Context: an optimization exercise on an open-source flow, tuned for small area, a short achievable clock period and few clock cycles per item. The choices shown serve that exercise and are no tape-out recipe. Function was checked by simulation only, so behaviour that the tests miss may differ from the original.

===== design/flow/run.sh =====
#!/bin/bash
# synth_recipe.tcl (not shown) runs the flow's synth.tcl, then flattens the netlist and writes it again
# the make line also repeats each setting of config.mk as NAME=value (left out here)
make -C /OpenROAD-flow-scripts/flow DESIGN_CONFIG=/design/flow/config.mk WORK_HOME=/design/flow/orfs CLKGATE_MAP_FILE= SYNTH_SCRIPT=/design/flow/synth_recipe.tcl finish

===== design/flow/design.v =====
`timescale 1ns/10ps
`default_nettype none
module pe_cell (
    input  wire                          clk,
    input  wire                          rst_n,
    input  wire                          clear,
    input  wire                          valid_in,
    input  wire signed [8-1:0] a_in,
    input  wire signed [8-1:0] b_in,
    output logic                         valid_out,
    output logic signed [8-1:0] a_out,
    output logic signed [8-1:0] b_out,
    output logic signed [24-1:0]  acc
);
    logic signed [2*8-1:0] prod;     
    assign prod = a_in * b_in;
    always_ff @(posedge clk) begin
        a_out <= a_in;                         
        b_out <= b_in;                         
    end
    always_ff @(posedge clk or negedge rst_n) begin
        if (!rst_n) begin
            valid_out <= 1'b0;
            acc       <= '0;
        end else begin
            valid_out <= valid_in;
            if (clear) begin
                acc <= '0;                     
            end else if (valid_in) begin
                acc <= acc + 24'(prod);   
            end
        end
    end
endmodule
`default_nettype wire
`timescale 1ns/10ps
`default_nettype none
module systolic_grid (
    input  wire                                 clk,
    input  wire                                 rst_n,
    input  wire                                 clear,
    input  wire [4*8-1:0]        a_edge,
    input  wire [4*8-1:0]        b_edge,
    input  wire [4-1:0]                    a_valid_edge,
    output wire [4*4*24-1:0]  sums       
);
    localparam int N = 4;
    localparam int W = 8;
    localparam int A = 24;
    wire [W-1:0] a_chain [N*(N+1)];    
    wire [W-1:0] b_chain [N*(N+1)];    
    wire         v_chain [N*(N+1)];    
    for (genvar i = 0; i < N; i++) begin : g_row
        assign a_chain[i*(N+1)] = a_edge[i*W +: W];
        assign b_chain[i*(N+1)] = b_edge[i*W +: W];
        assign v_chain[i*(N+1)] = a_valid_edge[i];
        for (genvar j = 0; j < N; j++) begin : g_col
            pe_cell pe_i (
                .clk       (clk),
                .rst_n     (rst_n),
                .clear     (clear),
                .valid_in  (v_chain[i*(N+1)+j]),
                .a_in      (a_chain[i*(N+1)+j]),
                .b_in      (b_chain[j*(N+1)+i]),
                .valid_out (v_chain[i*(N+1)+j+1]),
                .a_out     (a_chain[i*(N+1)+j+1]),
                .b_out     (b_chain[j*(N+1)+i+1]),
                .acc       (sums[(i*N+j)*A +: A])
            );
        end
    end
endmodule
`default_nettype wire
`timescale 1ns/10ps
`default_nettype none
module operand_skew (
    input  wire                            clk,
    input  wire                            rst_n,
    input  wire                            step_valid,
    input  wire [4*8-1:0]   a_vec,
    input  wire [4*8-1:0]   b_vec,
    output wire [4*8-1:0]   a_edge,
    output wire [4*8-1:0]   b_edge,
    output wire [4-1:0]               a_valid_edge
);
    localparam int W = 8;
    assign a_edge[W-1:0]   = a_vec[W-1:0];
    assign b_edge[W-1:0]   = b_vec[W-1:0];
    assign a_valid_edge[0] = step_valid;
    for (genvar i = 1; i < 4; i++) begin : g_lane
        logic [i*W-1:0] a_sr;    
        logic [i*W-1:0] b_sr;
        logic [i-1:0]   v_sr;
        always_ff @(posedge clk) begin
            a_sr[W-1:0] <= a_vec[i*W +: W];
            b_sr[W-1:0] <= b_vec[i*W +: W];
            for (int k = 1; k < i; k++) begin
                a_sr[k*W +: W] <= a_sr[(k-1)*W +: W];
                b_sr[k*W +: W] <= b_sr[(k-1)*W +: W];
            end
        end
        always_ff @(posedge clk or negedge rst_n) begin
            if (!rst_n) begin
                v_sr <= '0;
            end else begin
                v_sr[0] <= step_valid;
                for (int k = 1; k < i; k++) begin
                    v_sr[k] <= v_sr[k-1];
                end
            end
        end
        assign a_edge[i*W +: W] = a_sr[(i-1)*W +: W];
        assign b_edge[i*W +: W] = b_sr[(i-1)*W +: W];
        assign a_valid_edge[i]  = v_sr[i-1];    
    end
endmodule
`default_nettype wire
`timescale 1ns/10ps
`default_nettype none
module mmu_sequencer (
    input  wire                   clk,
    input  wire                   rst_n,
    input  wire                   start,
    input  wire [8-1:0] k_len,
    input  wire                   in_valid,
    output logic                  step_valid,
    output logic                  clear,
    output logic                  save,
    output logic                  busy,
    output logic                  done
);
    localparam int FLUSH_W = $clog2((2 * 4));
    typedef enum logic [2:0] {
        ST_IDLE,
        ST_CLEAR,
        ST_FEED,
        ST_FLUSH,
        ST_SAVE,
        ST_DONE
    } state_t;
    state_t                 state;
    logic [8-1:0] k_len_q;       
    logic [8-1:0] step_cnt;      
    logic [FLUSH_W-1:0]     flush_cnt;
    assign step_valid = in_valid && (state == ST_FEED);    
    assign clear      = (state == ST_CLEAR);
    assign save       = (state == ST_SAVE);
    assign done       = (state == ST_DONE);
    assign busy       = (state != ST_IDLE);
    always_ff @(posedge clk or negedge rst_n) begin
        if (!rst_n) begin
            state     <= ST_IDLE;
            k_len_q   <= '0;
            step_cnt  <= '0;
            flush_cnt <= '0;
        end else begin
            case (state)
                ST_IDLE: begin
                    if (start) begin
                        state    <= ST_CLEAR;
                        k_len_q  <= k_len;
                        step_cnt <= '0;
                    end
                end
                ST_CLEAR: state <= ST_FEED;    
                ST_FEED: begin
                    if (step_valid) begin
                        step_cnt <= step_cnt + 1'b1;
                        if (step_cnt == k_len_q - 1'b1) begin
                            state     <= ST_FLUSH;
                            flush_cnt <= '0;
                        end
                    end
                end
                ST_FLUSH: begin
                    if (flush_cnt == FLUSH_W'((2 * 4) - 1)) begin
                        state <= ST_SAVE;
                    end else begin
                        flush_cnt <= flush_cnt + 1'b1;
                    end
                end
                ST_SAVE: state <= ST_DONE;
                ST_DONE: state <= ST_IDLE;
                default: state <= ST_IDLE;
            endcase
        end
    end
endmodule
`default_nettype wire
`timescale 1ns/10ps
`default_nettype none
module result_buffer (
    input  wire                                 clk,
    input  wire                                 rst_n,
    input  wire                                 save,
    input  wire [4*4*24-1:0]  sums,
    input  wire                                 rd_en,
    input  wire [2-1:0]                rd_row,
    output logic                                rd_valid,
    output logic [4*24-1:0]        rd_data
);
    localparam int RW = 4*24;
    logic [4*RW-1:0] grid_q;     
    always_ff @(posedge clk or negedge rst_n) begin
        if (!rst_n) begin
            grid_q <= '0;
        end else if (save) begin
            grid_q <= sums;
        end
    end
    always_ff @(posedge clk or negedge rst_n) begin
        if (!rst_n) begin
            rd_valid <= 1'b0;
        end else begin
            rd_valid <= rd_en;
        end
    end
    always_ff @(posedge clk) begin
        if (rd_en) begin
            rd_data <= grid_q[rd_row*RW +: RW];    
        end
    end
endmodule
`default_nettype wire
`timescale 1ns/10ps
`default_nettype none
module mmu_top (
    input  wire                        clk,
    input  wire                        rst_n,
    input  wire                        start,
    input  wire [8-1:0]      k_len,
    input  wire                        in_valid,
    input  wire [4*8-1:0] a_vec,
    input  wire [4*8-1:0] b_vec,
    input  wire                        rd_en,
    input  wire [2-1:0]       rd_row,
    output wire                        busy,
    output wire                        done,
    output wire                        rd_valid,
    output wire [4*24-1:0]  rd_data
);
    wire                        step_valid;
    wire                        clear;
    wire                        save;
    wire [4*8-1:0] a_edge;
    wire [4*8-1:0] b_edge;
    wire [4-1:0]           a_valid_edge;
    wire [4*4*24-1:0] sums;
    mmu_sequencer seq_i (
        .clk        (clk),
        .rst_n      (rst_n),
        .start      (start),
        .k_len      (k_len),
        .in_valid   (in_valid),
        .step_valid (step_valid),
        .clear      (clear),
        .save       (save),
        .busy       (busy),
        .done       (done)
    );
    operand_skew skew_i (
        .clk          (clk),
        .rst_n        (rst_n),
        .step_valid   (step_valid),
        .a_vec        (a_vec),
        .b_vec        (b_vec),
        .a_edge       (a_edge),
        .b_edge       (b_edge),
        .a_valid_edge (a_valid_edge)
    );
    systolic_grid grid_i (
        .clk          (clk),
        .rst_n        (rst_n),
        .clear        (clear),
        .a_edge       (a_edge),
        .b_edge       (b_edge),
        .a_valid_edge (a_valid_edge),
        .sums         (sums)
    );
    result_buffer rbuf_i (
        .clk      (clk),
        .rst_n    (rst_n),
        .save     (save),
        .sums     (sums),
        .rd_en    (rd_en),
        .rd_row   (rd_row),
        .rd_valid (rd_valid),
        .rd_data  (rd_data)
    );
endmodule
`default_nettype wire

===== design/flow/constraint.sdc =====
create_clock -name core_clock -period 6.5 [get_ports {clk}]
set_input_delay 1.3000 -clock core_clock [delete_from_list [all_inputs] [get_ports {clk}]]
set_output_delay 1.3000 -clock core_clock [all_outputs]
set_load 0.01 [all_outputs]

===== design/flow/config.mk =====
export PLATFORM = sky130hd
export DESIGN_NAME = mmu_top
export DESIGN_NICKNAME = mmu_top
export VERILOG_FILES = /design/flow/design.v
export SDC_FILE = /design/flow/constraint.sdc
export NUM_CORES = 4
export LEC_CHECK = 0
export CAP_MARGIN = 20
export CORE_MARGIN = 2
export CORE_UTILIZATION = 45
export PLACE_DENSITY = 0.6
export SLEW_MARGIN = 20

==> results.txt <==
## Yosys cell counts (all sizes together) (98+ instances only)
cell    count  area [um2]
mux2      412        4640
dfrtp     797       19900
clkbuf    155         592
inv      1606        6030
xnor2     234        2050
and2      537        3360
nor2b     135         852
fa       1664       33300
ha        868       10900
a21oi     255        1280
xor2      111         972
a21o       98         736
o21ai     219        1100
dfxtp     288        5770
mux2i     225        2250
nor2      453        1700
nand2     547        2050
## registers in the layout, summed over array words and instances (netlist names)
register,count
seq_i.step_cnt,8
seq_i.k_len_q,8
grid_i.g_row.g_col.pe_i.valid_out,4
grid_i.g_row.g_col.pe_i.b_out,96
seq_i.state,3
rbuf_i.grid_q,384
rbuf_i.rd_valid,1
grid_i.g_row.g_col.pe_i.acc,384
rbuf_i.rd_data,96
grid_i.g_row.g_col.pe_i.a_out,96
skew_i.g_lane.v_sr,2
seq_i.flush_cnt,3
skew_i.g_lane.a_sr,48
skew_i.g_lane.b_sr,48
## worst min-delay path by stage
stage          cells past startpoint  slack, ns                         to                      start
2_1_floorplan                      0       0.31  skew_i.g_lane[2].a_sr[10]   skew_i.g_lane[2].a_sr[2]
3_3_place_gp                       0       0.31  skew_i.g_lane[3].a_sr[13]   skew_i.g_lane[3].a_sr[5]
3_5_place_dp                       0       0.31  skew_i.g_lane[3].a_sr[11]   skew_i.g_lane[3].a_sr[3]
4_1_cts                            0       0.32  skew_i.g_lane[3].a_sr[22]  skew_i.g_lane[3].a_sr[14]
5_1_grt                            0       0.33  skew_i.g_lane[3].a_sr[22]  skew_i.g_lane[3].a_sr[14]
6_report                           0       0.32  skew_i.g_lane[3].a_sr[22]  skew_i.g_lane[3].a_sr[14]
## logic make-up after synthesis
group	Yosys count	synth area share (%)
adder cells (fa/ha/maj)	2532	41.2
AND/OR/NAND/NOR	2024	9.46
buffers and inverters	1802	6.34
flip-flops	1181	26.7
AO/OA/AOI/OAI	866	5.06
multiplexers	733	8.45
XOR/XNOR	345	2.82
## worst max-delay path, stage by stage (launching register included)
cell,delay (ns)
dfxtp_1,0.62
and2_1,0.43
inv_1,0.11
fa_1,0.49
inv_1,0.05
fa_1,0.48
fa_1,0.57
fa_1,0.43
fa_1,0.45
ha_1,0.35
nand2_1,0.07
o21ai_1,0.32
o31ai_1,0.18
or4_1,0.59
nand3b_1,0.14
o211ai_1,0.16
o21ai_1,0.24
xnor2_1,0.14
a21oi_1,0.09
## per-stage QoR
step / hold WS [ns] / util, % / setup slack [ns] / cell area, um2
floorplan: 0.310 / - / 0.0587 / 107000
CTS: 0.320 / 50.0 / 0.483 / 119000
global route: 0.328 / 50.0 / 0.143 / 119000
finish: 0.316 / 50.0 / 0.444 / 119000
global placement: 0.313 / 47.8 / -0.166 / 114000
detailed placement: 0.312 / 47.8 / -0.207 / 114000
## layer usage
metal / wire (um) / global-route usage [%]
met1: 120000 / 31.5
met2: 135000 / 39.7
met3: 11300 / 2.98
met4: 8380 / 6.74
met5: 13 / 0
## layout by cell type, fill, tap and decap left out, types with 102 or more instances in the layout
master           instances
nand2_1                546
ha_1                   868
xor2_1                 111
xnor2_1                234
nor2b_1                134
a21oi_1                255
buf_4                  150
and2_1                 536
dfrtp_1                792
fa_1                  1664
mux2_2                 412
o21ai_1                116
inv_1                 1604
clkbuf_16              147
dfxtp_1                288
nor2_1                 451
mux2i_1                225
clkdlybuf4s50_1        173
o21ai_0                102
## layout make-up
cell class	count	area, um2	share of cell area (%)
clock inverter	88	1130	0.956
clock buffer	183	3960	3.34
multi-input combinational	6500	71800	60.5
tap	3167	3960	3.34
sequential	1181	28600	24.1
timing repair buffer	337	3120	2.63
antenna	4	10.0	0.00843
inverter	1611	6050	5.10
==> results.sh <==
export IMPL_detail_route_antenna_nets=0
export IMPL_setup_worst_path_class="reg -> reg"
export IMPL_drive_above_1_share_pct=9.66
export IMPL_period_needed_ns=6.06
export IMPL_clk_latency_ns=0.83
export IMPL_rr_worst_depth=18
export IMPL_cts_setup_buffers=0
export IMPL_worstReg2RegStart="grid_i.g_row[1].g_col[1].pe_i.a_out[7]"
export IMPL_rsz0062_at_grt="false"
export IMPL_drt_iter0_drc=3747
export IMPL_row_count=179
export IMPL_fill_cells=21300
export IMPL_grt_usage_pct=23.4
export IMPL_start_util_pct=45.2
export IMPL_r2r_slack_ns=0.44
export IMPL_clock_skew_ns=0.0398
export IMPL_grt_overflow=0
export IMPL_grt_max_degree=162
export IMPL_pin_count=178
export IMPL_fmax_mhz=165
export IMPL_coreArea_mm2=0.237
export IMPL_hold_violations=0
export IMPL_cap_violations=0
export IMPL_area_growth_pct=10.7
export IMPL_fp_dieW_um=492
export IMPL_syn_nets=12100
export IMPL_crit_path_start_kind="flop"
export IMPL_fp_dieArea_mm2=0.242
export IMPL_ctsHoldBuffers=0
export IMPL_first_pass_iters=7
export IMPL_cts_resized=0
export IMPL_synth_edf_count=96
export IMPL_required_ns=7.15
export IMPL_cts_tree="yes"
export IMPL_dieHeight_um=492
export IMPL_drc=0
export IMPL_ys_ff_latch=1181
export IMPL_synth_cell_types=95
export IMPL_ys_flop_type="dfrtp_1"
export IMPL_status="complete, no violations"
export IMPL_wl_per_cell_um=21.0
export IMPL_cts_sinks=1181
export IMPL_startpoint="grid_i.g_row[1].g_col[1].pe_i.a_out[7]"
export IMPL_syn_area_per_cell_um2=11.3
export IMPL_cp_max_fo=10
export IMPL_slew_viol_final=0
export IMPL_wl_mm=275
export IMPL_post_route_period_util_pct=93.2
export IMPL_setup_viol=0
export IMPL_via_count=69000
export IMPL_cts_max_level=4
export IMPL_grt_pass1_vias=75800
export IMPL_portBuffers=177
export IMPL_slew_headroom_pct=30.2
export IMPL_endpoint="grid_i.g_row[1].g_col[2].pe_i.acc[23]"
export IMPL_clkTransAtPathRegs_ns=0.06
export IMPL_ys_async_sr_fraction_pct=67.5
export IMPL_cts_root_buf="clkbuf_16"
export IMPL_hp_class="reg -> reg"
export IMPL_place_gp_congestion=0.900
export IMPL_antenna_found_initial=14
export IMPL_dp_cells=12800
export IMPL_rr_endpoint="grid_i.g_row[1].g_col[2].pe_i.acc[23]"
export IMPL_grt_pass1_wl_mm=440
export IMPL_nets=12400
export IMPL_ys_seq_area_share_pct=26.7
export IMPL_layout_cells_non_filler=13100
export IMPL_worstMarginPinSlew_ns=1.05
export IMPL_synthesis_area_mm2=0.107
export IMPL_synthCells=9483
export IMPL_cts_path_max_buffers=3
export IMPL_yosys_warnings=5
export IMPL_crit_path_end_kind="flop"
export IMPL_cts_buffers=145
export IMPL_arrival_ns=6.71
export IMPL_viasPerCell=5.28
export IMPL_place_hpwl_mm=220
export IMPL_timing_setup_tns_ns=0
Testbench counts, summed over its fixed seeds: cycles 8,355, jobs 320.

[separate check: timing with driven ports]
The flow's constraints put no driver on any port. The routed layout listed below was extracted and timed again, unchanged, in two steps.
Step 1, drivers: a clkbuf_16 drives clk and a buf_2 each remaining input, both assumed.
Step 2 times the ports against the registers' clock, not the clock port: input delays grow and output delays shrink by t, the midpoint of the rising clock arrivals with the driver on.
Slacks: ideal / step 1 / step 2; pairs: ideal / step 1.
t (ns): 0.893
setup slack, ns: 0.444 / 0.444 / -0.207
worst register clock-pin slew, ns: 0.07 / 0.07
pins driven straight from the clock port: 1
With both steps, setup timing fails in this run, where it was met with ideal ports. The setup slack of this run moves by 0.000 ns with the drivers and by -0.651 ns with both steps.
